This design comes from an exercise in tuning for small area, a short achievable clock period and few clock cycles on the open sky130 flow, not from production work. Only simulation tests tie the RTL to the original design; equivalence was not proved. No activity file was given, so power comes from the tool's default toggle rates.

==> flow/design.v (excerpt) <==
module double_clap_toggle_detector (
  input  logic                         clk,
  input  logic                         rst,
  input  logic                         psel,
  input  logic                         penable,
  input  logic                         pwrite,
  input  logic [dctd_pkg::PADDR_W-1:0] paddr,
  input  logic [31:0]                  pwdata,
  output logic [31:0]                  prdata,
  output logic                         pready,
  input  logic                         in_valid,
  output logic                         in_stall,
  input  logic [dctd_pkg::STAMP_W-1:0] event_time_ms,
  output logic                         out_valid,
  input  logic                         out_stall,
  output logic                         load_on,
  output logic                         toggled
);
For scale: roughly 5800 cells after synthesis, ~940 flip-flops, roughly 59000 um2 of cells after synthesis.
clock: 5.5 ns
lec_check: 0
cap_margin: 20
core_margin: 2
core_utilization: 40
place_density: 0.6
setup_slack_margin: 3.2
slew_margin: 20
synth_hierarchical: 1
synth_minimum_keep_size: 100
run.sh (not shown) runs the stock make flow with config.mk's settings and CLKGATE_MAP_FILE= SYNTH_SCRIPT=/design/flow/synth_recipe.tcl, a recipe that flattens the netlist after the stock synthesis.
Testbench counts at the start, summed over its fixed seeds: cycles 3,248.
Next try:
--- a/flow/design.v
+++ b/flow/design.v
@@ -186,23 +186,23 @@
       .s_hi    (s2_q[31:16]),
       .s_hi_far(sh_far),
       .b_lo    (b_lo),
       .rel     (rel[e]),
       .c       (cmp[e])
     );
   end
-  logic z_upper;
-  assign z_upper  = ~(|s2_q[31:17]);
-  assign rel_z[0] = s2_q[16] ? z_upper : (s2_q[31:16] == sh_far);
-  assign rel_z[1] = z_upper && !s2_q[16];
-  assign rel_z[2] = s2_q[16] && (s2_q[31:16] == sh_far);
-  assign cmp_z[0] = 1'b0;
-  assign cmp_z[1] = |b_lo[1];
-  assign cmp_z[2] = 1'b0;
-  assign cmp_z[3] = |b_lo[3];
+  dctd_win u_win_zero (
+    .v_hi    (16'd0),
+    .v_lo    (16'd0),
+    .s_hi    (s2_q[31:16]),
+    .s_hi_far(sh_far),
+    .b_lo    (b_lo),
+    .rel     (rel_z),
+    .c       (cmp_z)
+  );
   assign push = b_v && !same_q;
   dctd_ring u_ring (
     .clk   (clk),
     .push  (push),
     .rotate(sc_cmp),
     .din   (s2_q),
     .slot  (slot)
@@ -318,41 +318,33 @@
     res_q <= {load_q ^ hit, hit};
   end
   logic [QD-1:0][1:0] q;
   logic [QD-1:0][1:0] q_keep;
   logic [QD-1:0][1:0] q_pop;
   logic [3:0]         cnt;
   logic [3:0]         cnt_c;
-  logic               drop_q;
-  logic [3:0]         base;   
+  logic [3:0]         base;
   logic               pop;
   logic               stall_d;
   assign pop   = out_valid && !out_stall;
   assign cnt_c = cnt + {3'b0, res_v};
+  assign base  = cnt + {3'b0, res_v} + {3'b0, c_v} + {3'b0, r_v} + {3'b0, b_v} + {3'b0, a_v};
   for (genvar i = 0; i < QD; i++) begin : g_q
     assign q_keep[i] = (res_v && cnt == 4'(i)) ? res_q : q[i];
     if (i < QD - 1) begin : g_next
       assign q_pop[i] = (res_v && cnt == 4'(i + 1)) ? res_q : q[i+1];
     end else begin : g_last
       assign q_pop[i] = q[i];
     end
   end
   always_ff @(posedge clk) begin
     q <= pop ? q_pop : q_keep;
   end
   assign stall_d = accept ? (base >= 4'(QD - 1)) : (base >= 4'(QD));
   always_ff @(posedge clk) begin
-    if (rst) base <= '0;
-    else     base <= base + {3'b0, accept} - {3'b0, pop} - {3'b0, drop_q};
-  end
-  always_ff @(posedge clk) begin
-    if (rst) drop_q <= 1'b0;
-    else     drop_q <= c_v && !written;
-  end
-  always_ff @(posedge clk) begin
     if (rst) begin
       cnt       <= '0;
       out_valid <= 1'b0;
       in_stall  <= 1'b0;
     end else begin
       cnt       <= pop ? cnt_c - 4'd1 : cnt_c;
       out_valid <= pop ? (cnt_c >= 4'd2) : (cnt_c != 4'd0);
What happened:
- The new run ran to the end with no violations
- maximum frequency came out higher by 0.34%
- count of clock-buffer cells in the layout came out lower by 17
- worst setup slack is better by 0.0082 ns
- total power came out higher by 1.9%
- worst hold slack is worse by 0.0043 ns
- cell area came out higher by 2.5%
Testbench counts after the change, summed over its fixed seeds: cycles 3,248.

==> what the ideal ports hide <==
Ports are ideal in the flow. The routed layouts listed here were re-timed in OpenROAD. Step 1 sets driving cells, clkbuf_16 on the clock port and buf_2 on the other inputs (assumed; they add their load-dependent delay and slew). Step 2 times the ports against the registers' clock, not the clock port: input delays grow and output delays shrink by t, the midpoint of the rising clock arrivals with the driver on. a / b / c = ideal ports / drivers / drivers and shift; a / b = the first two.
run | t (ns) | setup slack, ns | worst setup path at the end | latest minus earliest clock arrival (ns)
the first run | 0.802 | 3.067 / 3.067 / 2.501 | input to register | 0.059 / 0.060
the second run | 0.814 | 3.075 / 3.066 / 2.473 | input to register | 0.048 / 0.048
After both steps every run listed still meets setup and hold. The setup slack of the second run, which loses most, moves by -0.009 ns with the drivers and by -0.602 ns with both steps.
